Background: an optimization exercise with open tools, aiming at small area. Do not read the settings as production practice.
Only simulation tests tie the RTL to the original design; equivalence was not proved.
Power figures rest on the tool's default switching activity, not on a simulated workload. The flow treats the clock pin as an ideal source, which a real chip does not have.

==> flow/design.v (excerpt) <==
module fb_readout (
	input logic axi_clock,
	input logic global_reset,
	input logic frame_start,
	input logic line_start,
	input logic pixel_den,
	input logic arready,
	input logic zoom,	 
	output logic ar_valid,
	output logic [28:0] ar_addr,
	input logic r_valid,
	input logic r_last,
	input logic [255:0] r_data,
	output logic pixels_valid,
	output logic [23:0] pixels_rgb
);
Size: about 4000 cells after synthesis, roughly 3100 flip-flops, roughly 320 I/O pins.
clock: 10.0 ns
lec_check: 0
cap_margin: 20
core_margin: 2
core_utilization: 50
slew_margin: 20
synth_memory_max_bits: 16384
standard.sh (not shown) runs the stock make flow with config.mk's settings and CLKGATE_MAP_FILE= SYNTH_SCRIPT=/design/flow/synth_recipe.tcl, a recipe that flattens the netlist after the stock synthesis.
==> flow/flow/run.sh <==
#!/bin/bash
# The standard layout with two changes: ports get the smallest buffer, and
# clock tree synthesis uses large sink clusters without dummy loads.
set -euo pipefail
cd "$(dirname "$0")/.."
export BUFFER_PORTS_ARGS="-buffer_cell sky130_fd_sc_hd__buf_1"
export CTS_ARGS="-sink_clustering_enable -repair_clock_nets -dont_use_dummy_load -sink_clustering_size 20 -sink_clustering_max_diameter 80 -buf_list sky130_fd_sc_hd__clkbuf_16 -sink_clustering_buffer sky130_fd_sc_hd__clkbuf_8"
bash standard.sh > flow_standard.log 2>&1
Then changed:
==> flow/flow/run.sh (replaced) <==
#!/bin/bash
# The standard layout with two changes: ports get the smallest buffer, and
# clock tree synthesis uses large sink clusters without dummy loads.
set -euo pipefail
cd "$(dirname "$0")/.."
export BUFFER_PORTS_ARGS="-buffer_cell sky130_fd_sc_hd__buf_1"
export CTS_ARGS="-sink_clustering_enable -repair_clock_nets -dont_use_dummy_load -sink_clustering_size 36 -sink_clustering_max_diameter 80 -buf_list sky130_fd_sc_hd__clkbuf_16"
bash standard.sh > flow_standard.log 2>&1
--- a/flow/config.mk
+++ b/flow/config.mk
@@ -6,7 +6,7 @@
 export NUM_CORES = 4
 export LEC_CHECK = 0
-export CAP_MARGIN = 20
+export CAP_MARGIN = 5
 export CORE_MARGIN = 2
-export CORE_UTILIZATION = 50
-export SLEW_MARGIN = 20
+export CORE_UTILIZATION = 60
+export SLEW_MARGIN = 5
 export SYNTH_MEMORY_MAX_BITS = 16384
What happened: Sequential cell count is unchanged. Total power grows by 2.6%. Worst setup slack improved by 170 ps. Synthesized area is unchanged. Wire length fell by about 2.2%. Non-clock buffer count decreases by 7. Register-to-register slack gains 210 ps. Utilization goes up by 11 points. Design area barely changes. Critical path depth does not change.
Then changed:
--- a/flow/config.mk
+++ b/flow/config.mk
@@ -6,7 +6,7 @@
 export NUM_CORES = 4
 export LEC_CHECK = 0
-export CAP_MARGIN = 5
+export CAP_MARGIN = 20
 export CORE_MARGIN = 2
 export CORE_UTILIZATION = 60
-export SLEW_MARGIN = 5
+export SLEW_MARGIN = 20
 export SYNTH_MEMORY_MAX_BITS = 16384
=> Sequential share of layout area stays the same; critical path depth stays the same; worst setup slack is unchanged; fmax is unchanged; total power is unchanged; wire length stays the same; register-to-register slack hardly moves; die area is unchanged; worst hold slack stays the same; cell area is unchanged; global-route usage is unchanged.
Then changed:
--- a/flow/config.mk
+++ b/flow/config.mk
@@ -9,4 +9,6 @@
 export CORE_MARGIN = 2
 export CORE_UTILIZATION = 60
+export GPL_ROUTABILITY_DRIVEN = 0
+export GPL_TIMING_DRIVEN = 0
 export SLEW_MARGIN = 20
 export SYNTH_MEMORY_MAX_BITS = 16384
Final area rose by about 4.5%. Synthesized area is unchanged. Setup slack gets worse by 8.8 ps. Power rose by 3.0%.
Then changed:
==> flow/flow/run.sh (replaced) <==
#!/bin/bash
# The standard layout with two changes: ports get the smallest buffer, and
# clock tree synthesis uses large sink clusters without dummy loads.
set -euo pipefail
cd "$(dirname "$0")/.."
export BUFFER_PORTS_ARGS="-buffer_cell sky130_fd_sc_hd__buf_1"
export CTS_ARGS="-sink_clustering_enable -repair_clock_nets -dont_use_dummy_load -sink_clustering_size 40 -sink_clustering_max_diameter 65 -buf_list sky130_fd_sc_hd__clkbuf_16"
bash standard.sh > flow_standard.log 2>&1
--- a/flow/config.mk
+++ b/flow/config.mk
@@ -9,6 +9,4 @@
 export CORE_MARGIN = 2
 export CORE_UTILIZATION = 60
-export GPL_ROUTABILITY_DRIVEN = 0
-export GPL_TIMING_DRIVEN = 0
 export SLEW_MARGIN = 20
 export SYNTH_MEMORY_MAX_BITS = 16384
Effect: Hold slack is worse by 7.6 ps. Global-route usage decreases by 3.9 points. Utilization decreases by 2.7 points. Die area stays the same. Worst setup slack is worse by 56 ps. Final area decreases by 4.0%.

[afterwards: timing with drivers on the ports]
No port has a modelled driver above. Below, the same layouts with a new extraction and two added sets of constraints.
Step 1, drivers: a clkbuf_16 drives axi_clock and a buf_2 each remaining input, both assumed.
Step 2, shift: input delay + t, output delay - t, t = (earliest + latest rising clock arrival at the registers) / 2. This alone moves slack from input paths to output paths.
Three values: ideal ports, drivers, drivers and shift; two values: the first two.
run	t (ns)	setup WS [ns]	hold WS [ns]	worst setup path at the end	pins driven straight from the clock port
the first run	0.838	4.001 / 3.915 / 3.724	0.328 / 0.328 / 0.328	input to register	1
the second run	0.849	4.168 / 4.087 / 3.928	0.360 / 0.360 / 0.360	input to register	1
the third run	0.849	4.168 / 4.087 / 3.928	0.360 / 0.360 / 0.360	input to register	1
the fourth run	0.814	4.159 / 4.100 / 3.714	0.378 / 0.378 / 0.378	input to register	1
the fifth run	0.853	4.102 / 4.021 / 3.931	0.370 / 0.370 / 0.370	input to register	1
After both steps every run listed still meets setup and hold. For the fourth run, which loses most, drivers alone change the setup slack by -0.059 ns; drivers and shift together by -0.445 ns.
